Context: an optimization exercise on an open-source flow, tuned for small area and a short achievable clock period. The choices shown serve that exercise and are no tape-out recipe.
Function was checked by simulation only, so behaviour that the tests miss may differ from the original.
Power figures rest on the tool's default switching activity, not on a simulated workload.

## lane 2
Design wave_capture, start of the top module:
module wave_capture #(
  parameter int data_w     = 16,
  parameter int capt_depth = 128
) (
  input  logic              clk,
  input  logic              rst,
  input  logic [data_w-1:0] din_i,
  input  logic [31:0]       paddr_i,
  input  logic              pwrite_i,
  input  logic [31:0]       pwdata_i,
  input  logic              psel_i,
  input  logic              penable_i,
  output logic              pready_o,
  output logic [31:0]       prdata_o,
  output logic              pslverr_o
);
  localparam int aw = $clog2(capt_depth);
  localparam logic [aw-1:0] last_addr = aw'(capt_depth - 1);
  assign pslverr_o = 1'b0;
  logic [11:0] addr;
  logic        mem_sel;
  logic        reg_ok;
  logic [3:0]  reg_idx;
  logic        setup;
  logic        reg_wr;
  assign addr    = paddr_i[13:2];
  assign mem_sel = addr[11];
  assign reg_ok  = (addr[10:4] == 7'd0);
  assign reg_idx = addr[3:0];
  assign setup   = psel_i && !penable_i;
  assign reg_wr  = setup && pwrite_i && !mem_sel && reg_ok;
  logic [1:0]        trig_mode;
  logic              go;
  ...
For scale: roughly 5400 cells after synthesis, ~2400 flip-flops, roughly 86000 sq um of cells after synthesis.
Settings: LEC_CHECK=0, CAP_MARGIN=20, CORE_MARGIN=2, CORE_UTILIZATION=50, CTS_CLUSTER_DIAMETER=60, CTS_CLUSTER_SIZE=30, GPL_TIMING_DRIVEN=0, SETUP_SLACK_MARGIN=1.8, SLEW_MARGIN=20, SYNTH_HIERARCHICAL=1, SYNTH_MINIMUM_KEEP_SIZE=0; clock period 3.5 ns.
run.sh (not shown) runs the stock make flow with config.mk's settings and CLKGATE_MAP_FILE= SYNTH_SCRIPT=/design/flow/synth_recipe.tcl, a recipe that flattens the netlist after the stock synthesis.
What the final checks of lane 2 revealed, after a flow that finished every stage, was a layout that fails on antenna rules.
Setup changes, lane 2 to lane 5
--- a/flow/config.mk
+++ b/flow/config.mk
@@ -8,9 +8,9 @@
 export CAP_MARGIN = 20
 export CORE_MARGIN = 2
-export CORE_UTILIZATION = 50
+export CORE_UTILIZATION = 58
 export CTS_CLUSTER_DIAMETER = 60
 export CTS_CLUSTER_SIZE = 30
 export GPL_TIMING_DRIVEN = 0
-export SETUP_SLACK_MARGIN = 1.8
+export SETUP_SLACK_MARGIN = 1.7
 export SLEW_MARGIN = 20
 export SYNTH_HIERARCHICAL = 1
Notes after the runs:
- Lane 5 reached the end of the flow, and the finished layout is clean on the timing, DRC and antenna checks.
- Lane 2 leaves less setup margin than lane 5.
- STATUS total number of vias: lane 5 wins against lane 2
- Total of plain and repair buffers excluding clock buffers was higher in lane 2 than in lane 5.
- Between lane 2 and lane 5, the switching portion of total power figures differ only marginally.

---

== 05-09 ==
Another version of the RTL of wave_capture (not shown whole).
For scale: about 2400 flip-flops, about 120 I/O pins, ~85000 sq um of cells after synthesis.
## wave_capture
module wave_capture #(
  parameter int data_w     = 16,
  parameter int capt_depth = 128
) (
  input  logic              clk,
  input  logic              rst,
  input  logic [data_w-1:0] din_i,
  input  logic [31:0]       paddr_i,
  input  logic              pwrite_i,
  input  logic [31:0]       pwdata_i,
  input  logic              psel_i,
  input  logic              penable_i,
  output logic              pready_o,
  output logic [31:0]       prdata_o,
  output logic              pslverr_o
);
  localparam int aw = $clog2(capt_depth);
  localparam logic [aw-1:0] last_addr = aw'(capt_depth - 1);
  assign pslverr_o = 1'b0;
  logic [11:0] addr;
  logic        mem_sel;
  logic        reg_ok;
  logic [3:0]  reg_idx;
  logic        setup;
  logic        reg_wr;
  assign addr    = paddr_i[13:2];
  assign mem_sel = addr[11];
  assign reg_ok  = (addr[10:4] == 7'd0);
  assign reg_idx = addr[3:0];
  assign setup   = psel_i && !penable_i;
  assign reg_wr  = setup && pwrite_i && !mem_sel && reg_ok;
  logic [1:0]        trig_mode;
  logic              go;
  logic [data_w-1:0] trig_mask1;
  logic [data_w-1:0] trig_mask2;
  logic [data_w-1:0] trig_val1;
  logic [data_w-1:0] trig_val2;
  logic [31:0]       trig_count;
  logic [31:0]       capt_count;
  logic              mem_rd_pend;
  logic              trig_event;
  logic              capt_done;
  logic [1:0]        state;
  always_ff @(posedge clk) begin
    if (rst) begin
      pready_o    <= 1'b0;
      mem_rd_pend <= 1'b0;
      trig_mode   <= cap_pkg::trig_none;
      go          <= 1'b0;
      trig_mask1  <= '0;
      trig_mask2  <= '0;
      trig_val1   <= '0;
      trig_val2   <= '0;
      trig_count  <= '0;
      capt_count  <= '0;
    end else begin
      pready_o    <= (setup && (pwrite_i || !mem_sel)) || mem_rd_pend;
  ...
Settings: LEC_CHECK=0, CAP_MARGIN=20, CORE_MARGIN=2, CORE_UTILIZATION=50, CTS_CLUSTER_DIAMETER=60, CTS_CLUSTER_SIZE=30, GPL_TIMING_DRIVEN=0, SETUP_SLACK_MARGIN=1.6, SLEW_MARGIN=20, SYNTH_HIERARCHICAL=1, SYNTH_MINIMUM_KEEP_SIZE=0; clock period 3.5 ns.
05-09 completed end to end with timing, DRC and antenna clean.
Changes in 03-12 relative to 05-09:
- swapping 0 for 1 in GPL_TIMING_DRIVEN
[summary]
03-12 reached the end of the flow, and the finished layout is clean on the timing, DRC and antenna checks. Compared with 05-09, in 03-12 first-pass GRT wire length now smaller; portion of total power attributed to sequential cells -0.4 points. In 03-12, total inserted antenna cells is lower than in 05-09. Changes observed in 03-12 relative to 05-09: insertion delay to the later sink of the worst-skew pair moved up, post-layout instance count excluding filler cells level.

---

wave_capture with an RTL version that a note above also has.
Size in the first run: roughly 2400 flip-flops, about 86000 µm² of cells after synthesis.
export LEC_CHECK = 0
export CAP_MARGIN = 20
export CORE_MARGIN = 2
export CORE_UTILIZATION = 50
export CTS_CLUSTER_DIAMETER = 60
export CTS_CLUSTER_SIZE = 30
export GPL_TIMING_DRIVEN = 0
export SETUP_SLACK_MARGIN = 1.6
export SLEW_MARGIN = 20
export SYNTH_HIERARCHICAL = 1
export SYNTH_MINIMUM_KEEP_SIZE = 0
create_clock -name core_clock -period 3.5 [get_ports {clk}]
Next try:
Settings changed: GPL_TIMING_DRIVEN 0 to 1.
The new run went through all stages and came out clean.
Routed wire length climbs by about 1.4%.
Cell area climbs by about 0.7%.
Worst setup slack gets better by 35 ps.
Clock-buffer cell count drops by 4.
Global-route usage climbs by 0.34 points.
Power stays flat.
Sequential power barely changes.
Non-clock buffer count climbs by 65.
Maximum frequency climbs by about 1.8%.
Final cell count climbs by about 0.8%.
Combinational power drops by about 10%.
Next try:
Settings changed: GPL_TIMING_DRIVEN 1 to 0, SETUP_SLACK_MARGIN 1.6 to 1.4.
Effect: Synthesized cell count stays the same. Final area falls by 2.7%. Flip-flop and latch count is unchanged. Setup slack got worse by 200 ps. Sequential share of layout area rises by 1.9 points. Via count falls by 2.3%. Clock power rises by about 2%.

what the ideal ports hide:
The flow's constraints put no driver on any port. The routed layouts listed below were extracted and timed again, unchanged, in two steps.
Step 1: set_driving_cell puts a clkbuf_16 on clk and a buf_2 on each other input, an assumption about the parent block.
Step 2 adds t to the input delays and takes it off the output delays; t is the mean of the earliest and latest rising clock arrival at the registers after step 1. Input paths then give back, and output paths get back, about the clock's delay inside the block.
Slacks: no drivers / after step 1 / after step 2; pairs: no drivers / after step 1.
| run | t (ns) | setup slack, ns | hold WS [ns] |
|---|---|---|---|
| lane 2 | 0.909 | 1.444 / 1.354 / 0.622 | 0.118 / 0.054 / 0.380 |
| lane 5 | 0.883 | 1.448 / 1.464 / 0.596 | 0.146 / 0.106 / 0.387 |
| 05-09 | 0.879 | 1.337 / 1.353 / 0.474 | 0.307 / 0.267 / 0.360 |
| 03-12 | 0.890 | 1.284 / 1.284 / 0.595 | 0.324 / 0.262 / 0.373 |
| the first run of note 3 | 0.903 | 1.478 / 1.422 / 0.667 | 0.090 / 0.030 / 0.383 |
| the second run of note 3 | 0.889 | 1.514 / 1.424 / 0.698 | 0.134 / 0.069 / 0.389 |
| the third run of note 3 | 0.889 | 1.317 / 1.317 / 0.515 | 0.313 / 0.256 / 0.404 |
For 05-09, which loses most, drivers alone change the setup slack by +0.016 ns; drivers and shift together by -0.863 ns.
